Background: an optimization exercise with open tools, aiming at small area, a short achievable clock period and few clock cycles per item. Do not read the settings as production practice. The RTL was checked by simulation tests, not by an equivalence proof against the original design. Power and IR drop assume default switching activity.

File: design/flow/design.v
`timescale 1ns / 1ps
package lkv_pkg;
  localparam int unsigned KEY_W = 32;
  localparam int unsigned CAP_W = 5;
  localparam logic [CAP_W-1:0] CAP_RESET  = 5'd16;
  localparam logic [KEY_W-1:0] MISS_VALUE = 32'hFFFF_FFFF;
  localparam logic OP_GET = 1'b0;
  localparam logic OP_PUT = 1'b1;
  typedef enum logic [1:0] {
    ST_IDLE,
    ST_LOOK,
    ST_COMMIT
  } lkv_state_e;
  typedef struct packed {
    logic ready;    
    logic look;     
    logic commit;   
    logic shift;    
    logic evict;    
  } lkv_ctl_t;
endpackage
`timescale 1ns / 1ps
module lkv_cell (
  input  logic             clk_i,
  input  logic             shift_i,
  input  logic             live_i,
  input  logic [lkv_pkg::KEY_W-1:0] probe_i,
  input  logic [lkv_pkg::KEY_W-1:0] key_i,
  input  logic [lkv_pkg::KEY_W-1:0] value_i,
  output logic [lkv_pkg::KEY_W-1:0] key_o,
  output logic [lkv_pkg::KEY_W-1:0] value_o,
  output logic             match_o
);
  logic [lkv_pkg::KEY_W-1:0] key_q;
  logic [lkv_pkg::KEY_W-1:0] value_q;
  always_ff @(posedge clk_i) begin
    if (shift_i) begin
      key_q   <= key_i;
      value_q <= value_i;
    end
  end
  assign match_o = live_i && (key_q == probe_i);
  assign key_o   = key_q;
  assign value_o = value_q;
endmodule
`timescale 1ns / 1ps
module lkv_ctrl #(
  parameter int unsigned MAX_ENTRIES = 16
) (
  input  logic                      clk_i,
  input  logic                      rst_ni,
  input  logic                      ins_i,       
  input  logic                      cfg_we_i,
  input  logic [lkv_pkg::CAP_W-1:0] cfg_data_i,
  output logic [MAX_ENTRIES-1:0]    live_o,      
  output logic [MAX_ENTRIES-1:0]    ins_mask_o,  
  output logic [MAX_ENTRIES-1:0]    tail_o,      
  output logic                      full_o
);
  logic [lkv_pkg::CAP_W-1:0] cap_q;
  logic [MAX_ENTRIES-1:0]    live_q;
  logic                      full_q;
  always_comb begin
    tail_o = '0;
    if (cap_q == '0) begin
      tail_o[0] = 1'b1;
    end else if (32'(cap_q) > MAX_ENTRIES) begin
      tail_o[MAX_ENTRIES-1] = 1'b1;
    end else begin
      for (int i = 0; i < MAX_ENTRIES; i++) begin
        if (32'(cap_q) == i + 1) tail_o[i] = 1'b1;
      end
    end
  end
  assign full_o     = full_q;
  assign ins_mask_o = full_q ? live_q : {live_q[MAX_ENTRIES-2:0], 1'b1};
  assign live_o     = live_q;
  always_ff @(posedge clk_i or negedge rst_ni) begin
    if (!rst_ni) begin
      cap_q  <= lkv_pkg::CAP_RESET;
      live_q <= '0;
      full_q <= 1'b0;
    end else if (cfg_we_i) begin
      cap_q  <= cfg_data_i;
      live_q <= '0;
      full_q <= 1'b0;
    end else if (ins_i) begin
      live_q <= ins_mask_o;
      full_q <= |(ins_mask_o & tail_o);
    end
  end
endmodule
`timescale 1ns / 1ps
module lru_key_value_cache #(
  parameter int unsigned MAX_ENTRIES = 16
) (
  input  logic             clk_i,
  input  logic             rst_ni,
  input  logic             req_valid_i,
  output logic             req_ready_o,
  input  logic             req_op_i,
  input  logic [lkv_pkg::KEY_W-1:0] req_key_i,
  input  logic [lkv_pkg::KEY_W-1:0] req_value_i,
  output logic             rsp_valid_o,
  input  logic             rsp_ready_i,
  output logic             rsp_hit_o,
  output logic [lkv_pkg::KEY_W-1:0] rsp_read_value_o,
  output logic             rsp_evicted_o,
  output logic [lkv_pkg::KEY_W-1:0] rsp_evicted_key_o,
  input  logic             cfg_we_i,
  input  logic [lkv_pkg::CAP_W-1:0] cfg_data_i
);
  localparam int unsigned W = lkv_pkg::KEY_W;
  localparam int unsigned N = MAX_ENTRIES;
  logic [N-1:0]  a_raw;
  logic [N-1:0]  a_match;
  logic          a_same;
  logic          b_valid_q;
  logic          b_op_q;
  logic [W-1:0]  b_key_q;
  logic [W-1:0]  b_val_q;
  logic [N-1:0]  b_match_q;
  logic          commit;
  logic          o_valid_q;
  logic          o_hit_q;
  logic [W-1:0]  o_rd_q;
  logic          o_ev_q;
  logic [W-1:0]  o_evk_q;
  logic          s_valid_q;
  logic          ready_q;
  logic          s_hit_q;
  logic          s_op_q;
  logic          s_ev_q;
  logic [W-1:0]  s_data_q;
  logic          pop;
  logic [N-1:0]  live;
  logic [N-1:0]  ins_mask;
  logic [N-1:0]  tail;
  logic          full;
  logic [N-1:0]  upto;
  logic [N-1:0]  shift;
  logic [W-1:0]  cell_key [N];
  logic [W-1:0]  cell_val [N];
  logic [W-1:0]  hit_val;
  logic [W-1:0]  lru_key;
  logic [W-1:0]  head_val;
  logic          hit;
  logic          put;
  logic          ins;
  logic          evict;
  logic [W-1:0]  n_rd;
  logic [W-1:0]  n_evk;
  logic [W-1:0]  n_data;
  assign commit      = !s_valid_q;
  assign req_ready_o = ready_q;
  always_ff @(posedge clk_i or negedge rst_ni) begin
    if (!rst_ni) begin
      b_valid_q <= 1'b0;
    end else if (commit) begin
      b_valid_q <= req_valid_i;
    end
  end
  always_ff @(posedge clk_i) begin
    if (commit) begin
      b_op_q    <= req_op_i;
      b_key_q   <= req_key_i;
      b_val_q   <= req_value_i;
      b_match_q <= a_match;
    end
  end
  lkv_ctrl #(
    .MAX_ENTRIES (N)
  ) u_ctrl (
    .clk_i      (clk_i),
    .rst_ni     (rst_ni),
    .ins_i      (ins),
    .cfg_we_i   (cfg_we_i),
    .cfg_data_i (cfg_data_i),
    .live_o     (live),
    .ins_mask_o (ins_mask),
    .tail_o     (tail),
    .full_o     (full)
  );
  assign put      = (b_op_q == lkv_pkg::OP_PUT);
  assign hit      = |b_match_q;
  assign ins      = b_valid_q && commit && put && !hit;
  assign evict    = put && !hit && full;
  assign head_val = put ? b_val_q : hit_val;
  always_comb begin
    upto[N-1] = b_match_q[N-1];
    for (int i = N - 2; i >= 0; i--) begin
      upto[i] = upto[i+1] | b_match_q[i];
    end
  end
  for (genvar i = 0; i < N; i++) begin : g_cell
    logic [W-1:0] nb_key;
    logic [W-1:0] nb_val;
    assign shift[i] = b_valid_q && commit && (upto[i] || (put && !hit && ins_mask[i]));
    if (i == 0) begin : g_head
      assign nb_key = b_key_q;
      assign nb_val = head_val;
    end else begin : g_body
      assign nb_key = cell_key[i-1];
      assign nb_val = cell_val[i-1];
    end
    lkv_cell u_cell (
      .clk_i   (clk_i),
      .shift_i (shift[i]),
      .live_i  (live[i]),
      .probe_i (req_key_i),
      .key_i   (nb_key),
      .value_i (nb_val),
      .key_o   (cell_key[i]),
      .value_o (cell_val[i]),
      .match_o (a_raw[i])
    );
  end
  assign a_same = (req_key_i == b_key_q);
  assign a_match[0] = shift[0] ? a_same : a_raw[0];
  for (genvar i = 1; i < N; i++) begin : g_fix
    assign a_match[i] = shift[i] ? a_raw[i-1] : a_raw[i];
  end
  always_comb begin
    hit_val = '0;
    lru_key = '0;
    for (int i = 0; i < N; i++) begin
      hit_val = hit_val | (cell_val[i] & {W{b_match_q[i]}});
      lru_key = lru_key | (cell_key[i] & {W{tail[i]}});
    end
  end
  assign n_rd   = put ? '0 : (hit ? hit_val : lkv_pkg::MISS_VALUE);
  assign n_evk  = evict ? lru_key : '0;
  assign n_data = put ? n_evk : n_rd;
  logic push;
  assign push = b_valid_q && commit;
  assign pop  = o_valid_q && rsp_ready_i;
  always_ff @(posedge clk_i or negedge rst_ni) begin
    if (!rst_ni) begin
      o_valid_q <= 1'b0;
      s_valid_q <= 1'b0;
      ready_q   <= 1'b1;
    end else begin
      if (pop || !o_valid_q) begin
        o_valid_q <= s_valid_q || push;
        s_valid_q <= 1'b0;
        ready_q   <= 1'b1;
      end else if (push) begin
        s_valid_q <= 1'b1;
        ready_q   <= 1'b0;
      end
    end
  end
  always_ff @(posedge clk_i) begin
    if (pop || !o_valid_q) begin
      if (s_valid_q) begin
        o_hit_q <= s_hit_q;
        o_rd_q  <= s_op_q ? '0 : s_data_q;
        o_ev_q  <= s_ev_q;
        o_evk_q <= s_op_q ? s_data_q : '0;
      end else begin
        o_hit_q <= hit;
        o_rd_q  <= n_rd;
        o_ev_q  <= evict;
        o_evk_q <= n_evk;
      end
    end
    if (push) begin
      s_hit_q  <= hit;
      s_op_q   <= put;
      s_ev_q   <= evict;
      s_data_q <= n_data;
    end
  end
  assign rsp_valid_o       = o_valid_q;
  assign rsp_hit_o         = o_hit_q;
  assign rsp_read_value_o  = o_rd_q;
  assign rsp_evicted_o     = o_ev_q;
  assign rsp_evicted_key_o = o_evk_q;
endmodule
File: design/flow/run.sh
#!/bin/bash
# synth_recipe.tcl (not shown) runs the flow's synth.tcl, then flattens the netlist and writes it again
# the make line also repeats each setting of config.mk as NAME=value (left out here)
make -C /OpenROAD-flow-scripts/flow DESIGN_CONFIG=/design/flow/config.mk WORK_HOME=/design/flow/orfs CLKGATE_MAP_FILE= SYNTH_SCRIPT=/design/flow/synth_recipe.tcl finish
File: design/flow/config.mk
export PLATFORM = sky130hd
export DESIGN_NAME = lru_key_value_cache
export DESIGN_NICKNAME = lru_key_value_cache
export VERILOG_FILES = /design/flow/design.v
export SDC_FILE = /design/flow/constraint.sdc
export NUM_CORES = 4
export LEC_CHECK = 0
export ABC_CLOCK_PERIOD_IN_PS = 2500
export CAP_MARGIN = 20
export CORE_MARGIN = 2
export CORE_UTILIZATION = 40
export CTS_CLUSTER_DIAMETER = 80
export CTS_CLUSTER_SIZE = 22
export GPL_ROUTABILITY_DRIVEN = 0
export SETUP_SLACK_MARGIN = 5.0
export SLEW_MARGIN = 20
File: design/flow/constraint.sdc
create_clock -name core_clock -period 8.0 [get_ports {clk_i}]
set_input_delay 1.6000 -clock core_clock [delete_from_list [all_inputs] [get_ports {clk_i}]]
set_output_delay 1.6000 -clock core_clock [all_outputs]
set_load 0.01 [all_outputs]
==> results.py, run 1 <==
metrics = {
    "setup_path": {
        "reg2reg_depth": 10,
        "crit_start": "req_key_i[8]",
        "crit_path_start_kind": "input pin",
        "r2r_end": "b_match_q[2]",
        "critPathCapture": "b_match_q[7]",
        "crit_fanout": 6,
        "required_ns": 8.58,
        "rrSetupSlack_ns": 4.91,
        "cp_data_arrival_time_ns": 3.86,
        "timing.rr.start": "b_match_q[13]",
        "cp-end-kind": "flip-flop",
        "critPathKind": "in -> reg",
    },
    "place": {
        "dp.cells": 4879,
        "dpl.hpwl_mm": 132,
        "numPortBuffers": 142,
    },
    "timing": {
        "drv_slew": 0,
        "setup_violations": 0,
        "fin_tns_setup_ns": 0,
        "clock_skew_ns": 0.0460,
        "timing_hold_violations_final": 0,
        "relSlewSlack_pct": 12.7,
        "finalCriticalPeriod_ns": 3.28,
        "rsz0062_at_grt": "yes",
        "post-route-period-util_pct": 41.0,
        "worstMarginPinSlew_ns": 1.30,
        "fmax_mhz": 305,
    },
    "logic_synthesis": {
        "synthCells": 3193,
        "avgSynthCellArea_um2": 16.1,
        "ys_seq_elements": 1232,
        "synth_edf_count": 1206,
        "synth_cell_types": 55,
        "ys.flop_type": "edfxtp_1",
        "yosysSeqAreaShare_pct": 71.9,
        "synth_area_um2": 51300,
        "synth_nets": 3268,
        "asyncSetResetFlopFracSynth_pct": 2.11,
        "yosys_warnings": 5,
    },
    "drt": {
        "first_pass_iters": 10,
        "drt-initial-drc-count": 7199,
        "drt_wl_total_mm": 221,
        "routed_via_density": 6.81,
        "drc": 0,
        "ant_nets": 0,
        "vias": 36000,
        "avgRoutedWirePerCell_um": 41.8,
    },
    "cells_and_area": {
        "layout.cells.non_filler": 5289,
        "layout-drive-gt1-share_pct": 23.2,
        "layout_common_cells": "edfxtp_1 (1206), xnor2_1 (333), a22oi_1 (289)",
        "syn_to_final_growth_pct": 23.6,
        "fin_util_pct": 49.8,
        "layout_commonest_cell": "edfxtp_1",
        "fin_nets": 3662,
    },
    "floorplan": {
        "start_util_pct": 40.3,
        "die_x_um": 362,
        "pin_count": 143,
        "die_h_um": 362,
        "die_area_um2": 131000,
        "rows": 131,
        "core_area_um2": 127000,
    },
    "clock_tree": {
        "cts.clk_slew.worst_paths_ns": 0.10,
        "numCtsBuffers": 69,
        "cts_hold_buf": 0,
        "clockBufferDepth": 3,
        "cts_tree": "yes",
        "cts_root_buf": "clkbuf_16",
        "htree_levels": 3,
        "insertion_delay_ns": 0.73,
        "clock-sinks": 1232,
    },
    "power_and_ir_drop": {
        "peakVddDrop_mv": 0.177,
        "p_leak_uw": 0.0210,
        "power_density_nw_per_um2": 271,
        "total_power_uw": 17200,
    },
    "global_routing": {
        "grt_pass1_wl_mm": 293,
        "grt-ovfl-total": 0,
        "antenna_found_initial": 14,
        "grt_max_degree": 70,
        "grt_pass1_vias": 33600,
        "grt_usage_pct": 32.7,
    },
    "flow_run": {
        "drv_cap": 0,
    },
    "worst_hold_path": {
        "hold_path_class": "reg -> reg",
    },
    "outcome": {
        "outcome": "finished clean",
    },
}
## synthesized netlist by cell type, drive strengths merged (3+ instances only)
master | instances | area (um^2)
and4 | 32 | 280
a21oi | 43 | 320
dfrtp | 24 | 601
a211oi | 5 | 37.5
or3 | 6 | 37.5
a22o | 128 | 1120
nor3 | 12 | 65.1
xnor2 | 479 | 4200
nor4 | 39 | 259
a221oi | 66 | 578
nand3 | 84 | 420
mux2i | 64 | 641
xor2 | 64 | 561
buf | 47 | 253
a22oi | 289 | 2170
nor2 | 66 | 250
nand4 | 153 | 957
clkbuf | 168 | 631
nor4b | 3 | 62.6
a222oi | 64 | 641
or4 | 16 | 124
nand2b | 6 | 37.5
a21o | 34 | 255
mux2 | 12 | 135
inv | 36 | 135
o21ai | 10 | 50.0
edfxtp | 1206 | 36200
nand2 | 14 | 60.1
## metal layers
| layer | up-vias | routed length, um | global-route usage [%] |
|---|---|---|---|
| li1 | 13600 | - | - |
| met2 | 3575 | 93200 | 47.5 |
| met5 | - | 447 | 0.481 |
| met4 | 28 | 18500 | 20.0 |
| met3 | 872 | 33900 | 12.1 |
| met1 | 17900 | 75000 | 41.4 |
## flip-flops by register name, indices dropped and copies added (netlist names), 5 cells and up
signal,count
o_rd_q,32
g_cell.u_cell.value_q,512
u_ctrl.cap_q,5
u_ctrl.live_q,16
b_val_q,32
b_key_q,32
s_data_q,32
o_evk_q,32
g_cell.u_cell.key_q,512
b_match_q,16
## power by group
| group | internal [uW] | switching, uW | total [uW] |
|---|---|---|---|
| combinational | 1350 | 2560 | 3910 |
| sequential | 8460 | 885 | 9340 |
| clock | 1720 | 2230 | 3950 |
| total | 11500 | 5670 | 17200 |
## stage by stage
step,hold slack [ns],worst slack [ns],instance area [um^2]
after floorplan,0.427,4.39,52100
after global placement,0.428,3.04,55000
after detailed placement,0.434,3.15,55000
after CTS,0.444,4.93,62000
after global routing,0.450,4.70,63400
final,0.443,4.72,63400
## layout make-up
type                    instances  area, um^2
clock buffers                  81        1770
diodes                          8        20.0
well taps                    1662        2080
multi-input cells            1716       16300
fillers                     10400       64000
flip-flops and latches       1232       36900
inverters                      38         168
repair buffers                530        5910
clock inverters                22         289
## logic make-up after synthesis
kind of cell	after synthesis	synth area share, %
xor gates and xnor gates	543	9.27
DFF	1232	71.9
buffers and inverters	253	2.00
muxes	76	1.51
and+or+nand+nor	441	5.11
AOI/OAI and AO/OA	648	10.2
## worst max-delay path, stage by stage
cell and delay [ns]:
clkbuf_2 0.10, buf_12 0.13, buf_4 0.14, buf_12 0.13
buf_4 0.14, buf_4 0.15, xnor2_2 0.54, nand4_1 0.24
or4_4 0.53, mux2i_1 0.14
## what timing repair did
item	in CTS	in global routing
cloned	22	13
resized for setup	712	160
pin swaps	115	79
hold endpoints to repair	0	0
buffers inserted	216	48
endpoints found under the setup margin	1137	405
## worst min-delay path by stage
| stage | from | end | cells after the start | slack (ns) |
|---|---|---|---|---|
| after floorplan | g_cell[1].u_cell.value_q[12] | g_cell[2].u_cell.value_q[12] | 0 | 0.43 |
| after global placement | g_cell[6].u_cell.value_q[0] | g_cell[7].u_cell.value_q[0] | 0 | 0.43 |
| after detailed placement | g_cell[11].u_cell.value_q[8] | g_cell[12].u_cell.value_q[8] | 0 | 0.43 |
| after CTS | g_cell[11].u_cell.value_q[27] | g_cell[12].u_cell.value_q[27] | 0 | 0.44 |
| after global routing | g_cell[11].u_cell.value_q[27] | g_cell[12].u_cell.value_q[27] | 0 | 0.45 |
| final | g_cell[11].u_cell.value_q[27] | g_cell[12].u_cell.value_q[27] | 0 | 0.44 |
Testbench counts, summed over its fixed seeds: cycles 9,616, items 9,600.
==> run 2: changes to the inputs <==
--- a/design/flow/config.mk
+++ b/design/flow/config.mk
@@ -11,6 +11,6 @@
 export CORE_UTILIZATION = 40
 export CTS_CLUSTER_DIAMETER = 80
 export CTS_CLUSTER_SIZE = 22
-export GPL_ROUTABILITY_DRIVEN = 0
+export PLACE_DENSITY = 0.75
 export SETUP_SLACK_MARGIN = 5.0
 export SLEW_MARGIN = 20
==> results.py, run 2 <==
metrics = {
    "outcome": {
        "outcome": "finished clean",
    },
    "timing": {
        "relSlewSlack_pct": 22.9,
        "drv_slew": 0,
        "setup_violations": 0,
        "clock_skew_ns": 0.0350,
        "fin_tns_setup_ns": 0,
        "rsz0062_at_grt": "yes",
        "fmax_mhz": 314,
        "worstMarginPinSlew_ns": 1.15,
        "finalCriticalPeriod_ns": 3.19,
        "timing_hold_violations_final": 0,
        "post-route-period-util_pct": 39.9,
    },
    "logic_synthesis": {
        "synth_commonest_cells": "edfxtp_1 (1206), xnor2_1 (479), a22oi_1 (289)",
        "synth_cell_types": 55,
        "synthTopCellsByArea": "edfxtp_1 (71%), xnor2_1 (8.2%), a22oi_1 (4.2%), a22o_1 (2.2%), nand4_1 (1.9%)",
        "synthCells": 3193,
        "synth_area_um2": 51300,
        "synth_edf_count": 1206,
        "ys.flop_type": "edfxtp_1",
        "ys_seq_elements": 1232,
        "synth_top_area_share_pct": 70.6,
        "synth_nets": 3268,
        "asyncSetResetFlopFracSynth_pct": 2.11,
        "yosys.area.top_type": "edfxtp_1",
        "yosysSeqAreaShare_pct": 71.9,
        "yosys_warnings": 5,
        "avgSynthCellArea_um2": 16.1,
        "synth_most_common_cell": "edfxtp_1",
    },
    "setup_path": {
        "crit_slowest_cell": "or4_1",
        "required_ns": 8.57,
        "slowest_delay_ns": 0.42,
        "crit_fanout": 5,
        "path_buf_inv": 3,
        "crit_path_start_kind": "input pin",
        "cpMostUsedCell": "nand4_1",
        "critPathKind": "in -> reg",
        "crit_family": "simple AND/OR/NAND/NOR gates",
        "cp-end-kind": "flip-flop",
        "cp_data_arrival_time_ns": 3.76,
        "crit_chain": "buf_2, buf_12, buf_4, xnor2_4, nand4_1, nor4_4, nand4_1, or4_1, mux2i_1",
    },
    "cells_and_area": {
        "largestRegisters": "g_cell.u_cell.key_q x512, g_cell.u_cell.value_q x512",
        "layout_commonest_cell": "edfxtp_1",
        "design_area_um2": 63800,
        "fill_cells": 10200,
        "layout.cells.non_filler": 5331,
        "layout-drive-gt1-share_pct": 24.3,
        "fin_nets": 3687,
        "syn_to_final_growth_pct": 24.4,
        "fin_util_pct": 50.1,
        "layout_common_cells": "edfxtp_1 (1206), xnor2_1 (317), a22oi_1 (289)",
    },
    "drt": {
        "first_pass_iters": 8,
        "vias": 36300,
        "dr_wl_met3_mm": 35.6,
        "dr_wl_met2_mm": 93.5,
        "highest_layer": "met5",
        "routed_via_density": 6.81,
        "ant_nets": 0,
        "drc": 0,
        "avgRoutedWirePerCell_um": 41.1,
        "met1_length_mm": 72.9,
        "drt_wl_total_mm": 219,
        "drt-initial-drc-count": 7429,
    },
    "power_and_ir_drop": {
        "total_power_uw": 17200,
        "power_density_nw_per_um2": 270,
        "p_leak_uw": 0.0213,
        "peakVddDrop_mv": 0.201,
    },
    "flow_run": {
        "drv_cap": 0,
    },
    "place": {
        "dp.cells": 4888,
        "numPortBuffers": 142,
        "dpl.hpwl_mm": 136,
        "place.gp.congestion": 1.06,
        "dpl-instance-area_um2": 55100,
    },
    "floorplan": {
        "die_area_um2": 131000,
        "die_h_um": 362,
        "core_area_um2": 127000,
        "rows": 131,
        "start_util_pct": 40.3,
        "pin_count": 143,
        "die_x_um": 362,
    },
    "global_routing": {
        "grt_max_degree": 72,
        "grt_pass1_vias": 34000,
        "antenna_found_initial": 15,
        "grt-ovfl-total": 0,
        "grt_usage_pct": 32.2,
        "grt_pass1_wl_mm": 290,
    },
    "clock_tree": {
        "htree_levels": 3,
        "insertion_delay_ns": 0.74,
        "numCtsBuffers": 69,
        "clockBufferDepth": 3,
        "cts_tree": "yes",
        "cts_root_buf": "clkbuf_16",
        "cts.clk_slew.worst_paths_ns": 0.10,
        "clock-sinks": 1232,
    },
    "worst_hold_path": {
        "hold_path_class": "reg -> reg",
    },
}
## run 2: cell types whose count changed in the layout (fill, tap and decap cells not counted), moves of 5 or more
cell             previous run  this run
buf_2                      26        40
buf_8                      14        38
bufbuf_16                   9         4
clkbuf_1                   12        30
clkbuf_2                   15         5
clkdlybuf4s15_1            30        35
clkinv_16                   0         5
nor4_4                      9        14
xnor2_1                   333       317
xnor2_2                    73        95
xnor2_4                    73        67
## run 2: worst paths after layout
kind | startpoint | to | slack [ns] | cells past startpoint
setup / recovery | req_key_i[9] | b_match_q[15] | 4.81 | 9
hold / removal | g_cell[0].u_cell.value_q[15] | g_cell[1].u_cell.value_q[15] | 0.44 | 0
setup reg to reg | b_match_q[12] | b_match_q[14] | 4.93 | 10
hold reg to reg | g_cell[0].u_cell.value_q[15] | g_cell[1].u_cell.value_q[15] | 0.44 | 0
max in group asynchronous | rst_ni | u_ctrl.cap_q[3] | 6.31 | 2
min in group asynchronous | rst_ni | u_ctrl.live_q[5] | 1.30 | 2
## run 2: per-stage QoR
step	worst slack [ns]	hold slack [ns]
6_report	4.81	0.435
5_1_grt	4.84	0.456
4_1_cts	4.88	0.440
3_5_place_dp	2.53	0.434
3_3_place_gp	2.69	0.428
2_1_floorplan	4.39	0.427
## run 2: logic make-up (layout without fill, tap and decap cells)
logic type	Yosys count	after routing	share of synthesized area, %
flip-flops	1232	1232	71.9
AO/OA/AOI/OAI	648	653	10.2
XOR/XNOR	543	543	9.27
other	0	12	0
buffers and inverters	253	710	2.00
AND/OR/NAND/NOR	441	443	5.11
multiplexers	76	76	1.51
## run 2: cell type report
class	count	area, um^2	area share, %
diodes	12	30.0	0.0471
clock buffers	99	1840	2.88
clock inverters	17	300	0.471
inverters	38	195	0.306
multi-input cells	1715	16300	25.6
flip-flops and latches	1232	36900	57.8
well taps	1662	2080	3.26
repair buffers	556	6130	9.60
## run 2: routing by layer
layer | GRT usage (%) | vias up
met4 | 18.2 | 16
met2 | 47.8 | 3850
li1 | - | 13600
met5 | 0 | -
met1 | 41.0 | 18000
met3 | 11.4 | 856
## run 2: where the power goes
| part | internal (uW) | leakage (uW) | switching, uW | total (uW) |
|---|---|---|---|---|
| Clock | 1710 | 0.00102 | 2290 | 4000 |
| Combinational | 1340 | 0.00841 | 2480 | 3820 |
| Sequential | 8460 | 0.0119 | 923 | 9380 |
| Total | 11500 | 0.0213 | 5690 | 17200 |
## run 2: worst register-to-register path, stage by stage, from the launching register on
cell and delay, ns:
edfxtp_1 0.47, buf_12 0.17, or4_4 0.59, nor4b_4 0.30, nor4b_4 0.33, buf_4 0.18, a311oi_2 0.12, nor2_4 0.14
buf_12 0.19, buf_16 0.20, mux2i_2 0.22
## run 2: timing repair
item                                     CTS  global route
buffers inserted                         223            64
hold buffers                               0             0
endpoints found under the setup margin  1259           703
pin swaps                                113            69
resized for setup                        799           177
gates cloned                              18            10
==> run 3: changes to the inputs <==
--- a/design/flow/config.mk
+++ b/design/flow/config.mk
@@ -9,8 +9,7 @@
 export CAP_MARGIN = 20
 export CORE_MARGIN = 2
 export CORE_UTILIZATION = 40
-export CTS_CLUSTER_DIAMETER = 80
-export CTS_CLUSTER_SIZE = 22
-export PLACE_DENSITY = 0.75
+export CTS_CLUSTER_DIAMETER = 60
+export CTS_CLUSTER_SIZE = 30
 export SETUP_SLACK_MARGIN = 5.0
 export SLEW_MARGIN = 20
==> results.py, run 3 <==
metrics = {
    "global_routing": {
        "grtUsageMet3_pct": 8.78,
        "grt-ovfl-total": 0,
        "met1_usage_pct": 44.3,
        "grt_max_degree": 54,
        "busiest_layer": "met2",
        "grt_pass1_wl_mm": 306,
        "antenna_found_initial": 12,
        "grt_pass1_vias": 34000,
        "use_met2_pct": 51.7,
        "grt_usage_pct": 34.4,
    },
    "cells_and_area": {
        "fin_nets": 3699,
        "register_area_um2": 36900,
        "multi_input_area_um2": 16600,
        "layout_commonest_cell": "edfxtp_1",
        "layout_common_cells": "edfxtp_1 (1206), xnor2_1 (306), a22oi_1 (288)",
        "largestRegisters": "g_cell.u_cell.key_q x512, g_cell.u_cell.value_q x512",
        "fill_cells": 10300,
        "syn_to_final_growth_pct": 27.4,
        "layout-drive-gt1-share_pct": 27.0,
    },
    "floorplan": {
        "core_area_um2": 127000,
        "die_x_um": 362,
        "pin_count": 143,
        "start_util_pct": 40.3,
        "die_h_um": 362,
        "rows": 131,
        "die_area_um2": 131000,
    },
    "logic_synthesis": {
        "synth_top_area_share_pct": 70.6,
        "synth_top_family_by_area": "compound AO/OA/AOI/OAI gates",
        "synth_cell_types": 55,
        "synthAdderAreaFrac_pct": 0,
        "asyncSetResetFlopFracSynth_pct": 2.11,
        "yosys_warnings": 5,
        "synth-compound-area-share_pct": 10.2,
        "yosysSeqAreaShare_pct": 71.9,
        "synthCells": 3193,
        "yosys.area.top_type": "edfxtp_1",
        "synth_nets": 3268,
        "yosys.area_share.simple_pct": 5.11,
        "avgSynthCellArea_um2": 16.1,
        "synthTopCellsByArea": "edfxtp_1 (71%), xnor2_1 (8.2%), a22oi_1 (4.2%), a22o_1 (2.2%), nand4_1 (1.9%)",
        "synth_area_um2": 51300,
        "ys.flop_type": "edfxtp_1",
        "synth_commonest_cells": "edfxtp_1 (1206), xnor2_1 (479), a22oi_1 (289)",
        "synth_edf_count": 1206,
        "ys_seq_elements": 1232,
        "synth_xor_area_share_pct": 9.27,
        "muxShareOfSynthArea_pct": 1.51,
        "synth_most_common_cell": "edfxtp_1",
    },
    "timing": {
        "drv_slew": 0,
        "worstMarginPinSlew_ns": 1.28,
        "fin_tns_setup_ns": 0,
        "timing_hold_violations_final": 0,
        "holdWs_ns": 0.453,
        "rsz0062_at_grt": "yes",
        "clock_skew_ns": 0.0608,
        "post-route-period-util_pct": 39.0,
        "relSlewSlack_pct": 14.3,
        "fmax_mhz": 320,
        "setup_violations": 0,
        "finalCriticalPeriod_ns": 3.12,
    },
    "setup_path": {
        "crit_family": "simple AND/OR/NAND/NOR gates",
        "cp-end-kind": "flip-flop",
        "slowest_delay_ns": 0.54,
        "critPathKind": "in -> reg",
        "cp_data_arrival_time_ns": 3.75,
        "required_ns": 8.62,
        "rrSetupSlack_ns": 4.89,
        "crit_fanout": 6,
        "crit_path_start_kind": "input pin",
        "path_buf_inv": 3,
        "crit_slowest_cell": "or4_4",
        "crit_chain": "buf_8, buf_12, buf_12, xnor2_4, nand4_1, nor4_1, nand4_1, or4_4, mux2i_1",
    },
    "place": {
        "numPortBuffers": 142,
        "place.gp.congestion": 1.07,
        "dpl.hpwl_mm": 145,
    },
    "power_and_ir_drop": {
        "power_density_nw_per_um2": 291,
        "p_leak_uw": 0.0221,
        "peakVddDrop_mv": 0.174,
    },
    "clock_tree": {
        "numCtsBuffers": 104,
        "htree_levels": 3,
        "cts_hold_buf": 0,
        "cts_root_buf": "clkbuf_16",
        "clock-sinks": 1232,
        "cts_tree": "yes",
        "insertion_delay_ns": 0.78,
        "cts.clk_slew.worst_paths_ns": 0.08,
        "clockBufferDepth": 3,
    },
    "drt": {
        "drt_wl_total_mm": 232,
        "ant_nets": 0,
        "vias": 36000,
        "drc": 0,
        "routed_via_density": 6.69,
        "first_pass_iters": 13,
        "avgRoutedWirePerCell_um": 43.0,
        "drt-initial-drc-count": 7075,
    },
    "worst_hold_path": {
        "hold_path_class": "reg -> reg",
    },
    "outcome": {
        "outcome": "finished clean",
    },
    "flow_run": {
        "drv_cap": 0,
    },
}
## run 3: where the power goes
part           internal [uW]  total, uW  switching (uW)
clock                   2830       5680            2850
sequential              8460       9390             924
combinational           1370       3940            2570
total                  12700      19000            6340
## run 3: cells by family (layout without fill, tap and decap cells)
group / Yosys count / after routing
AOI/OAI and AO/OA: 648 / 650
xor gates and xnor gates: 543 / 543
buffers and inverters: 253 / 768
DFF: 1232 / 1232
muxes: 76 / 76
other: 0 / 9
and+or+nand+nor: 441 / 445
## run 3: per-stage QoR
stage                     worst slack, ns  cell area (um^2)  std cells  power, uW  util [%]
final                                4.88             65300       5385      19000      51.3
after global routing                 4.86             65300       5376      19300      51.3
after CTS                            4.94             63900       5319      18600      50.2
after detailed placement             3.28             55100       4885      12500      43.2
after global placement               2.83             55100       4884      12500      43.2
after floorplan                      4.39             52100       3193      10600         -
## run 3: area by class of cell
| cell class | instances | area share [%] |
|---|---|---|
| clock buffer | 113 | 4.05 |
| tap | 1662 | 3.18 |
| timing repair buffer | 534 | 9.02 |
| multi-input combinational | 1714 | 25.4 |
| sequential | 1232 | 56.4 |
| antenna | 9 | 0.0345 |
| clock inverter | 83 | 1.67 |
| inverter | 38 | 0.245 |
## run 3: final timing paths
path,from,end,cells after the start
setup reg to reg,b_match_q[12],o_rd_q[30],8
hold reg to reg,g_cell[3].u_cell.value_q[16],g_cell[4].u_cell.value_q[16],0
setup / recovery,req_key_i[3],b_match_q[12],9
max in group asynchronous,rst_ni,s_valid_q,1
hold / removal,g_cell[3].u_cell.value_q[16],g_cell[4].u_cell.value_q[16],0
min in group asynchronous,rst_ni,u_ctrl.live_q[0],1
## run 3: timing repair
item	4_1_cts	5_1_grt
gates resized for setup	813	164
pin swaps	114	66
gates cloned	29	9
endpoints found under the setup margin	1200	258
setup buffers	209	48
## run 3: metal layers
metal	routed length (um)	share of wire, %
met1	82000	35
met2	100000	43
met3	28500	12
met4	20500	8.8
met5	106	0.046
==> run 4: changes to the inputs <==
==> design/flow/flow/run.sh (new file) <==
#!/bin/bash
# Standard layout, with gate sizing free to change a cell's footprint.
set -euo pipefail
bash standard.sh MATCH_CELL_FOOTPRINT=0 finish > make_finish.log 2>&1
==> design/flow/standard.sh (new file) <==
#!/bin/bash
# synth_recipe.tcl (not shown) runs the flow's synth.tcl, then flattens the netlist and writes it again
# the make line also repeats each setting of config.mk as NAME=value (left out here)
make -C /OpenROAD-flow-scripts/flow DESIGN_CONFIG=/design/flow/config.mk WORK_HOME=/design/flow/orfs CLKGATE_MAP_FILE= SYNTH_SCRIPT=/design/flow/synth_recipe.tcl "${@:-finish}"
--- a/design/flow/config.mk
+++ b/design/flow/config.mk
@@ -9,7 +9,5 @@
 export CAP_MARGIN = 20
 export CORE_MARGIN = 2
 export CORE_UTILIZATION = 40
-export CTS_CLUSTER_DIAMETER = 60
-export CTS_CLUSTER_SIZE = 30
 export SETUP_SLACK_MARGIN = 5.0
 export SLEW_MARGIN = 20
removed: design/flow/run.sh
==> results.py, run 4 <==
metrics = {
    "outcome": {
        "outcome": "finished clean",
    },
    "logic_synthesis": {
        "synth_area_um2": 51300,
        "avgSynthCellArea_um2": 16.1,
        "yosys_warnings": 5,
        "synthCells": 3193,
        "asyncSetResetFlopFracSynth_pct": 2.11,
        "ys_seq_elements": 1232,
        "ys.flop_type": "edfxtp_1",
        "synth_most_common_cell": "edfxtp_1",
        "synth_edf_count": 1206,
        "yosys.area.top_type": "edfxtp_1",
        "yosysSeqAreaShare_pct": 71.9,
        "synth_top_area_share_pct": 70.6,
        "synthTopCellsByArea": "edfxtp_1 (71%), xnor2_1 (8.2%), a22oi_1 (4.2%), a22o_1 (2.2%), nand4_1 (1.9%)",
        "synth_cell_types": 55,
        "synth_nets": 3268,
        "synth_commonest_cells": "edfxtp_1 (1206), xnor2_1 (479), a22oi_1 (289)",
    },
    "timing": {
        "finalCriticalPeriod_ns": 3.21,
        "clock_skew_ns": 0.0422,
        "post-route-period-util_pct": 40.2,
        "relSlewSlack_pct": 26.9,
        "drv_slew": 0,
        "timing_hold_violations_final": 0,
        "worstMarginPinSlew_ns": 1.10,
        "fin_tns_setup_ns": 0,
        "fmax_mhz": 311,
        "holdWs_ns": 0.440,
        "setup_violations": 0,
        "rsz0062_at_grt": "yes",
    },
    "global_routing": {
        "grt_usage_pct": 34.3,
        "grt_pass1_wl_mm": 304,
        "grt-ovfl-total": 0,
        "antenna_found_initial": 10,
        "grt_max_degree": 70,
        "grt_pass1_vias": 34000,
    },
    "drt": {
        "drt_wl_total_mm": 231,
        "first_pass_iters": 8,
        "drt-initial-drc-count": 7127,
        "routed_via_density": 6.70,
        "avgRoutedWirePerCell_um": 42.7,
        "ant_nets": 0,
        "drc": 0,
        "vias": 36300,
    },
    "clock_tree": {
        "insertion_delay_ns": 0.81,
        "cts.clk_slew.worst_paths_ns": 0.06,
        "htree_levels": 4,
        "clockBufferDepth": 3,
        "clock-sinks": 1232,
        "numCtsBuffers": 133,
        "cts_tree": "yes",
        "cts_root_buf": "clkbuf_16",
    },
    "setup_path": {
        "crit_slowest_cell": "xnor2_1",
        "critPathKind": "in -> reg",
        "critPathCapture": "b_match_q[15]",
        "path_buf_inv": 3,
        "timing.rr.start": "b_match_q[8]",
        "r2r_end": "g_cell[14].u_cell.key_q[29]",
        "cp.depth": 7,
        "crit_path_start_kind": "input pin",
        "rrSetupSlack_ns": 4.96,
        "crit_chain": "clkbuf_4, clkbuf_16, buf_4, xnor2_1, nand4_1, or4_1, mux2i_1",
        "crit_fanout": 4,
        "required_ns": 8.63,
        "crit_start": "req_key_i[14]",
        "crit_family": "simple AND/OR/NAND/NOR gates",
        "slowest_delay_ns": 0.72,
        "cp_data_arrival_time_ns": 3.85,
        "reg2reg_depth": 10,
        "cp-end-kind": "flip-flop",
    },
    "power_and_ir_drop": {
        "power_density_nw_per_um2": 297,
        "p_leak_uw": 0.0226,
        "total_power_uw": 19400,
        "peakVddDrop_mv": 0.206,
    },
    "cells_and_area": {
        "syn_to_final_growth_pct": 27.3,
        "layout-drive-gt1-share_pct": 24.1,
        "design_area_um2": 65300,
        "layout_common_cells": "edfxtp_1 (1206), xnor2_1 (337), a22oi_1 (289)",
        "largestRegisters": "g_cell.u_cell.key_q x512, g_cell.u_cell.value_q x512",
        "layout.cells.non_filler": 5414,
        "fin_nets": 3718,
        "layout_commonest_cell": "edfxtp_1",
    },
    "place": {
        "place.gp.congestion": 1.06,
        "numPortBuffers": 142,
        "dpl.hpwl_mm": 140,
        "dp.cells": 4888,
        "dpl-instance-area_um2": 55100,
    },
    "floorplan": {
        "die_area_um2": 131000,
        "start_util_pct": 40.3,
        "core_area_um2": 127000,
        "die_h_um": 362,
        "die_x_um": 362,
        "rows": 131,
        "pin_count": 143,
    },
    "flow_run": {
        "drv_cap": 0,
    },
    "worst_hold_path": {
        "hold_path_class": "reg -> reg",
    },
}
run 4: cell families (layout without fill, tap and decap cells):
family | count (synthesis) | after routing | share of synthesized area [%]
compound gates | 648 | 649 | 10.2
xor+xnor | 543 | 543 | 9.27
buf+inv | 253 | 808 | 2.00
flops | 1232 | 1232 | 71.9
mux | 76 | 76 | 1.51
other cells | 0 | 1 | 0
simple gates | 441 | 443 | 5.11
run 4: worst min-delay path by stage:
| stage | from | endpoint | depth (start not counted) |
|---|---|---|---|
| final | g_cell[11].u_cell.value_q[27] | g_cell[12].u_cell.value_q[27] | 0 |
| after global routing | g_cell[12].u_cell.value_q[0] | g_cell[13].u_cell.value_q[0] | 0 |
| after CTS | g_cell[10].u_cell.value_q[0] | g_cell[11].u_cell.value_q[0] | 0 |
| after detailed placement | g_cell[5].u_cell.value_q[3] | g_cell[6].u_cell.value_q[3] | 0 |
| after global placement | g_cell[10].u_cell.value_q[11] | g_cell[11].u_cell.value_q[11] | 0 |
| after floorplan | g_cell[1].u_cell.value_q[12] | g_cell[2].u_cell.value_q[12] | 0 |
run 4: timing repair:
item	CTS	global route
setup endpoints to repair	1195	501
buffers inserted	185	55
resized for setup	531	175
gates cloned	36	6
endpoints found under the hold margin	0	0
pin swaps	82	71
hold buffers	0	0
run 4: layout make-up:
cell class / instances / area (um^2)
Timing Repair Buffer: 527 / 6030
Inverter: 38 / 154
Fill cell: 10500 / 62100
Sequential cell: 1232 / 36900
Clock inverter: 74 / 774
Antenna cell: 1 / 2.50
Clock buffer: 169 / 3520
Tap cell: 1662 / 2080
Multi-Input combinational cell: 1711 / 15800
run 4: report_power, final:
group	internal, uW	switching, uW
Combinational	1310	2560
Clock	3410	2780
Sequential	8470	852
run 4: layer usage:
layer | GRT usage [%] | up-vias | wire length (um)
met1 | 45.4 | 18600 | 82700
met2 | 51.5 | 3252 | 101000
li1 | - | 13800 | -
met4 | 18.5 | 12 | 16400
met3 | 8.99 | 688 | 30600
met5 | 0 | - | 75
run 4: through the flow:
step                      util (%)  setup slack, ns
after detailed placement      43.3             3.09
after floorplan                  -             4.39
after global placement        43.3             2.82
final                         51.3             4.79
after CTS                     50.3             4.90
after global routing          51.3             4.88
run 4: worst reg2reg max path: cells and delay by family (launching register included):
kind | cells | cell delay [ns]
buffers and inverters | 5 | 0.95
AO/OA/AOI/OAI | 1 | 0.12
flip-flops | 1 | 0.48
AND/OR/NAND/NOR | 4 | 1.19
==> run 5: changes to the inputs <==
==> design/flow/run.sh (new file) <==
#!/bin/bash
# synth_recipe.tcl (not shown) runs the flow's synth.tcl, then flattens the netlist and writes it again
# the make line also repeats each setting of config.mk as NAME=value (left out here)
make -C /OpenROAD-flow-scripts/flow DESIGN_CONFIG=/design/flow/config.mk WORK_HOME=/design/flow/orfs CLKGATE_MAP_FILE= SYNTH_SCRIPT=/design/flow/synth_recipe.tcl finish
--- a/design/flow/config.mk
+++ b/design/flow/config.mk
@@ -6,8 +6,10 @@
 export NUM_CORES = 4
 export LEC_CHECK = 0
 export ABC_CLOCK_PERIOD_IN_PS = 2500
-export CAP_MARGIN = 20
+export CAP_MARGIN = 10
 export CORE_MARGIN = 2
 export CORE_UTILIZATION = 40
+export CTS_CLUSTER_DIAMETER = 80
+export CTS_CLUSTER_SIZE = 22
 export SETUP_SLACK_MARGIN = 5.0
-export SLEW_MARGIN = 20
+export SLEW_MARGIN = 10
removed: design/flow/flow/run.sh
removed: design/flow/standard.sh
==> results.py, run 5 <==
metrics = {
    "logic_synthesis": {
        "ys.flop_type": "edfxtp_1",
        "synthCells": 3193,
        "yosys_warnings": 5,
        "synth_cell_types": 55,
        "synth_commonest_cells": "edfxtp_1 (1206), xnor2_1 (479), a22oi_1 (289)",
        "ys_seq_elements": 1232,
        "synth_edf_count": 1206,
        "synth_top_area_share_pct": 70.6,
        "synth_nets": 3268,
        "synth_most_common_cell": "edfxtp_1",
        "yosys.area.top_type": "edfxtp_1",
        "yosysSeqAreaShare_pct": 71.9,
        "synth_area_um2": 51300,
        "asyncSetResetFlopFracSynth_pct": 2.11,
        "avgSynthCellArea_um2": 16.1,
        "synthTopCellsByArea": "edfxtp_1 (71%), xnor2_1 (8.2%), a22oi_1 (4.2%), a22o_1 (2.2%), nand4_1 (1.9%)",
    },
    "drt": {
        "drc": 0,
        "dr_wl_met3_mm": 28.3,
        "dr_wl_met2_mm": 101,
        "met1_length_mm": 82.4,
        "first_pass_iters": 9,
        "routed_via_density": 6.75,
        "vias": 35700,
        "drt_wl_total_mm": 232,
        "ant_nets": 0,
        "highest_layer": "met5",
        "avgRoutedWirePerCell_um": 43.8,
        "drt-initial-drc-count": 7135,
    },
    "timing": {
        "post-route-period-util_pct": 39.5,
        "fin_tns_setup_ns": 0,
        "finalCriticalPeriod_ns": 3.16,
        "rsz0062_at_grt": "yes",
        "postLayoutSetupSlackWorst_ns": 4.84,
        "fmax_mhz": 317,
        "worstMarginPinSlew_ns": 1.25,
        "timing_hold_violations_final": 0,
        "drv_slew": 0,
        "clock_skew_ns": 0.0657,
        "relSlewSlack_pct": 16.0,
        "setup_violations": 0,
    },
    "global_routing": {
        "grt-ovfl-total": 0,
        "grt_pass1_wl_mm": 305,
        "antenna_found_initial": 7,
        "grt_usage_pct": 34.4,
        "grt_pass1_vias": 33500,
        "grt_max_degree": 54,
    },
    "cells_and_area": {
        "layout_common_cells": "edfxtp_1 (1206), xnor2_1 (325), a22oi_1 (288)",
        "layout.cells.non_filler": 5285,
        "fin_nets": 3639,
        "layout-drive-gt1-share_pct": 23.8,
        "syn_to_final_growth_pct": 23.7,
        "fill_cells": 10600,
        "layout_commonest_cell": "edfxtp_1",
        "largestRegisters": "g_cell.u_cell.key_q x512, g_cell.u_cell.value_q x512",
    },
    "outcome": {
        "outcome": "finished clean",
    },
    "place": {
        "place_ws_ns": 2.90,
        "numPortBuffers": 142,
        "place.gp.congestion": 1.07,
        "dpl.hpwl_mm": 144,
        "dp.cells": 4884,
    },
    "clock_tree": {
        "clockBufferDepth": 3,
        "cts.clk_slew.worst_paths_ns": 0.09,
        "insertion_delay_ns": 0.76,
        "htree_levels": 3,
        "cts_root_buf": "clkbuf_16",
        "cts_tree": "yes",
        "cts_hold_buf": 0,
        "clock-sinks": 1232,
        "numCtsBuffers": 74,
    },
    "power_and_ir_drop": {
        "power_density_nw_per_um2": 276,
        "p_leak_uw": 0.0212,
        "peakVddDrop_mv": 0.174,
        "total_power_uw": 17500,
    },
    "floorplan": {
        "start_util_pct": 40.3,
        "rows": 131,
        "pin_count": 143,
        "core_area_um2": 127000,
        "die_h_um": 362,
        "die_area_um2": 131000,
        "die_x_um": 362,
    },
    "setup_path": {
        "critPathKind": "in -> reg",
        "cp-end-kind": "flip-flop",
        "crit_path_start_kind": "input pin",
        "required_ns": 8.59,
        "cp_data_arrival_time_ns": 3.74,
        "reg2reg_depth": 11,
        "crit_fanout": 6,
    },
    "worst_hold_path": {
        "holdPathStages": 0,
        "hold_path_class": "reg -> reg",
    },
    "flow_run": {
        "drv_cap": 0,
    },
}
## run 5: cell counts after synthesis
Identical to the previous run, type by type.
## run 5: per-layer routing
| layer | vias to the layer above | global-route usage [%] |
|---|---|---|
| met2 | 3174 | 51.8 |
| met5 | - | 0 |
| li1 | 13600 | - |
| met4 | 4 | 21.6 |
| met1 | 18200 | 45.0 |
| met3 | 753 | 8.11 |
## run 5: final cells by class
cell class | count | area, um^2 | area share (%)
flip-flops and latches | 1232 | 36900 | 58.1
well taps | 1662 | 2080 | 3.28
inverters | 38 | 160 | 0.252
diodes | 3 | 7.51 | 0.0118
multi-input cells | 1715 | 16300 | 25.6
clock buffers | 101 | 1980 | 3.13
clock inverters | 31 | 392 | 0.617
repair buffers | 503 | 5700 | 8.98
## run 5: what timing repair did
action,CTS,global route
gates resized for setup,783,134
pin swaps,115,61
gates cloned,36,10
setup endpoints to repair,1200,363
buffers inserted,188,32
## run 5: worst paths after layout
path                                                 end                         start  slack, ns
max                                        b_match_q[12]                 req_key_i[16]       4.84
min                         g_cell[3].u_cell.value_q[16]  g_cell[2].u_cell.value_q[16]       0.45
max reg2reg                g_cell[14].u_cell.value_q[10]                 b_match_q[14]       4.92
min reg2reg                 g_cell[3].u_cell.value_q[16]  g_cell[2].u_cell.value_q[16]       0.45
max in group asynchronous                      s_valid_q                        rst_ni       6.47
min in group asynchronous                      o_valid_q                        rst_ni       0.95
## run 5: report_power, final
part / internal [uW] / switching (uW) / total, uW
sequential: 8460 / 915 / 9380
combinational: 1320 / 2550 / 3870
clock: 1870 / 2380 / 4240
## run 5: critical path, stage by stage
cell,delay [ns]
buf_8,0.11
buf_12,0.14
xnor2_4,0.29
nand4_1,0.32
nor4_1,0.35
nand4_1,0.23
or4_4,0.54
mux2i_1,0.15
## run 5: cell families after synthesis
kind of cell | count (synthesis) | synth area share [%]
compound gates | 648 | 10.2
xor+xnor | 543 | 9.27
buf+inv | 253 | 2.00
flops | 1232 | 71.9
mux | 76 | 1.51
simple gates | 441 | 5.11
## run 5: metrics by stage
stage               cell area, um^2  hold WS, ns  util (%)
finish                        63500        0.446      49.8
detailed placement            55000        0.433      43.2
CTS                           62400        0.446      49.0
floorplan                     52100        0.427         -
global placement              55100        0.429      43.2
global route                  63500        0.455      49.8
==> run 6: changes to the inputs <==
--- a/design/flow/config.mk
+++ b/design/flow/config.mk
@@ -6,10 +6,10 @@
 export NUM_CORES = 4
 export LEC_CHECK = 0
 export ABC_CLOCK_PERIOD_IN_PS = 2500
-export CAP_MARGIN = 10
+export CAP_MARGIN = 20
 export CORE_MARGIN = 2
-export CORE_UTILIZATION = 40
+export CORE_UTILIZATION = 35
 export CTS_CLUSTER_DIAMETER = 80
 export CTS_CLUSTER_SIZE = 22
 export SETUP_SLACK_MARGIN = 5.0
-export SLEW_MARGIN = 10
+export SLEW_MARGIN = 20
==> results.py, run 6 <==
metrics = {
    "worst_hold_path": {
        "hold_path_class": "reg -> reg",
        "holdPathStages": 0,
        "hp-start": "g_cell[13].u_cell.value_q[5]",
    },
    "logic_synthesis": {
        "avgSynthCellArea_um2": 16.1,
        "synthTopCellsByArea": "edfxtp_1 (71%), xnor2_1 (8.2%), a22oi_1 (4.2%), a22o_1 (2.2%), nand4_1 (1.9%)",
        "synth_area_um2": 51300,
        "synthCells": 3193,
        "synth_nets": 3268,
        "synth_commonest_cells": "edfxtp_1 (1206), xnor2_1 (479), a22oi_1 (289)",
        "yosys_warnings": 5,
        "ys.flop_type": "edfxtp_1",
        "synth_top_area_share_pct": 70.6,
        "asyncSetResetFlopFracSynth_pct": 2.11,
        "synth_cell_types": 55,
        "yosysSeqAreaShare_pct": 71.9,
        "synth_edf_count": 1206,
        "synth_most_common_cell": "edfxtp_1",
        "ys_seq_elements": 1232,
        "yosys.area.top_type": "edfxtp_1",
    },
    "global_routing": {
        "antenna_found_initial": 17,
        "grt_pass1_wl_mm": 297,
        "grt_max_degree": 74,
        "grt_usage_pct": 28.8,
        "grt_pass1_vias": 33100,
        "grt-ovfl-total": 0,
    },
    "clock_tree": {
        "cts_tree": "yes",
        "cts_root_buf": "clkbuf_16",
        "clockBufferDepth": 3,
        "cts.clk_slew.worst_paths_ns": 0.09,
        "htree_levels": 3,
        "insertion_delay_ns": 0.73,
        "numCtsBuffers": 69,
        "clock-sinks": 1232,
    },
    "floorplan": {
        "pin_count": 143,
        "die_area_um2": 150000,
        "rows": 140,
        "start_util_pct": 35.2,
        "die_h_um": 387,
        "die_x_um": 387,
        "core_area_um2": 146000,
    },
    "place": {
        "place.gp.congestion": 1.11,
        "dpl.hpwl_mm": 136,
        "dp.cells": 5132,
        "numPortBuffers": 142,
    },
    "flow_run": {
        "drv_cap": 0,
    },
    "setup_path": {
        "crit_path_start_kind": "input pin",
        "slowest_delay_ns": 0.80,
        "crit_slowest_cell": "xnor2_1",
        "timing.rr.start": "b_match_q[14]",
        "required_ns": 8.57,
        "critPathKind": "in -> reg",
        "crit_start": "req_key_i[3]",
        "crit_chain": "buf_12, buf_12, buf_12, buf_4, xnor2_1, nand4_1, nor3_1, nand4_1, mux2i_1",
        "cp-end-kind": "flip-flop",
        "crit_fanout": 4,
        "reg2reg_depth": 10,
        "path_buf_inv": 4,
        "cpMostUsedCell": "buf_12",
        "cp_data_arrival_time_ns": 3.84,
        "crit_family": "XOR/XNOR gates",
        "cp.depth": 9,
    },
    "cells_and_area": {
        "layout_common_cells": "edfxtp_1 (1206), xnor2_1 (320), a22oi_1 (289)",
        "syn_to_final_growth_pct": 24.5,
        "register_area_um2": 36900,
        "multi_input_area_um2": 16400,
        "layout-drive-gt1-share_pct": 23.1,
        "largestRegisters": "g_cell.u_cell.key_q x512, g_cell.u_cell.value_q x512",
        "layout.cells.non_filler": 5524,
        "fin_util_pct": 43.9,
        "fin_nets": 3628,
        "layout_commonest_cell": "edfxtp_1",
        "fill_cells": 12700,
    },
    "power_and_ir_drop": {
        "p_seq_share_pct": 54.0,
        "clockPowerShare_pct": 23.0,
        "peakVddDrop_mv": 0.163,
        "p_leak_uw": 0.0211,
        "power.internal_uw": 11600,
        "power_density_nw_per_um2": 271,
        "netSwitchingFraction_pct": 33.0,
        "pwr-share-comb_pct": 23.0,
        "p_switching_uw": 5710,
        "total_power_uw": 17300,
    },
    "timing": {
        "drv_slew": 0,
        "timing_hold_violations_final": 0,
        "setup_violations": 0,
        "rsz0062_at_grt": "yes",
        "worstMarginPinSlew_ns": 1.04,
        "clock_skew_ns": 0.0333,
        "fin_tns_setup_ns": 0,
        "finalCriticalPeriod_ns": 3.26,
        "post-route-period-util_pct": 40.8,
        "fmax_mhz": 306,
        "relSlewSlack_pct": 28.8,
    },
    "drt": {
        "drc": 0,
        "drt-initial-drc-count": 6912,
        "first_pass_iters": 10,
        "routed_via_density": 6.53,
        "vias": 36100,
        "ant_nets": 0,
        "drt_wl_total_mm": 225,
        "avgRoutedWirePerCell_um": 40.7,
    },
    "outcome": {
        "outcome": "finished clean",
    },
}
==> run 6: cell counts after synthesis <==
No cell type changed its count.
==> run 6: final cells by class <==
cell class | count | share of cell area (%)
multi-input combinational | 1713 | 25.7
inverter | 38 | 0.274
antenna | 16 | 0.0627
clock buffer | 89 | 2.89
clock inverter | 20 | 0.372
timing repair buffer | 499 | 9.21
sequential | 1232 | 57.7
tap | 1917 | 3.76
==> run 6: kinds of logic (layout without fill, tap and decap cells) <==
family | count (synthesis) | after routing | synth area share (%)
other | 0 | 16 | 0
muxes | 76 | 76 | 1.51
buffers and inverters | 253 | 646 | 2.00
DFF | 1232 | 1232 | 71.9
xor gates and xnor gates | 543 | 543 | 9.27
AOI/OAI and AO/OA | 648 | 650 | 10.2
and+or+nand+nor | 441 | 444 | 5.11
==> run 6: timing repair <==
action | in CTS | in global routing
hold buffers | 0 | 0
gates resized for setup | 741 | 151
setup buffers | 190 | 38
pin swaps | 110 | 67
setup endpoints to repair | 1138 | 509
gates cloned | 29 | 9
==> run 6: stage by stage <==
step	hold WS [ns]	instance area (um^2)	worst slack (ns)
2_1_floorplan	0.427	52100	4.39
3_3_place_gp	0.429	55300	2.91
3_5_place_dp	0.434	55300	2.82
4_1_cts	0.447	62400	4.91
5_1_grt	0.458	63800	4.84
6_report	0.446	63800	4.74
==> run 6: routing by layer <==
metal | share of wire (%) | vias to the layer above | global-route usage, % | wire, um
met5 | 0.029 | - | 0 | 66
met4 | 7.0 | 10 | 14.9 | 15700
met3 | 15 | 713 | 9.73 | 33800
met2 | 42 | 3431 | 41.7 | 94900
met1 | 36 | 18400 | 38.3 | 80300
li1 | - | 13500 | - | -
==> run 6: worst paths after layout <==
path / to / slack, ns
worst min register to register: g_cell[14].u_cell.value_q[5] / 0.45
worst min-delay path: g_cell[14].u_cell.value_q[5] / 0.45
min in group asynchronous: u_ctrl.cap_q[2] / 1.29
max in group asynchronous: s_valid_q / 6.35
worst max-delay path: b_match_q[15] / 4.74
worst max register to register: b_match_q[0] / 4.90
==> run 6: worst reg2reg max path: cells and delay by family, from the launching register on <==
family                 cells  cell delay (ns)
AND/OR/NAND/NOR            4             1.31
buffers and inverters      4             0.76
flip-flops                 1             0.51
AO/OA/AOI/OAI              2             0.26
==> run 6: power by group through the flow <==
stage	combinational, uW	sequential (uW)	clock [uW]
6_report	3980	9340	3980
5_1_grt	3960	9420	4180
4_1_cts	3620	9290	3970
3_5_place_dp	3040	9370	0
3_3_place_gp	3050	9360	0
2_1_floorplan	1510	9060	0

==> afterwards: timing with drivers on the ports <==
Ports are ideal in the flow. The routed layouts listed here were re-timed in OpenROAD.
Step 1 sets driving cells, clkbuf_16 on the clock port and buf_2 on the other inputs (assumed; they add their load-dependent delay and slew).
Step 2, shift: input delay + t, output delay - t, t = (earliest + latest rising clock arrival at the registers) / 2. This alone moves slack from input paths to output paths.
a / b / c = ideal / step 1 / step 2; a / b = the first two.
| run | t (ns) | setup slack, ns | hold WS [ns] | worst setup path after step 2 | worst register clock-pin slew, ns |
|---|---|---|---|---|---|
| run 1 | 0.782 | 4.719 / 4.774 / 3.992 | 0.443 / 0.443 / 0.443 | input to register | 0.10 / 0.10 |
| run 2 | 0.797 | 4.811 / 4.806 / 4.064 | 0.435 / 0.435 / 0.435 | input to register | 0.11 / 0.11 |
| run 3 | 0.829 | 4.877 / 4.892 / 4.083 | 0.452 / 0.452 / 0.452 | input to register | 0.10 / 0.10 |
| run 4 | 0.872 | 4.785 / 4.843 / 3.974 | 0.440 / 0.440 / 0.440 | input to register | 0.07 / 0.07 |
| run 5 | 0.807 | 4.843 / 4.885 / 4.078 | 0.446 / 0.446 / 0.446 | input to register | 0.10 / 0.10 |
| run 6 | 0.796 | 4.736 / 4.771 / 3.974 | 0.446 / 0.446 / 0.446 | input to register | 0.11 / 0.11 |
After both steps setup and hold are still met in every run listed. For run 4, which loses most, drivers alone change the setup slack by +0.058 ns; drivers and shift together by -0.811 ns.
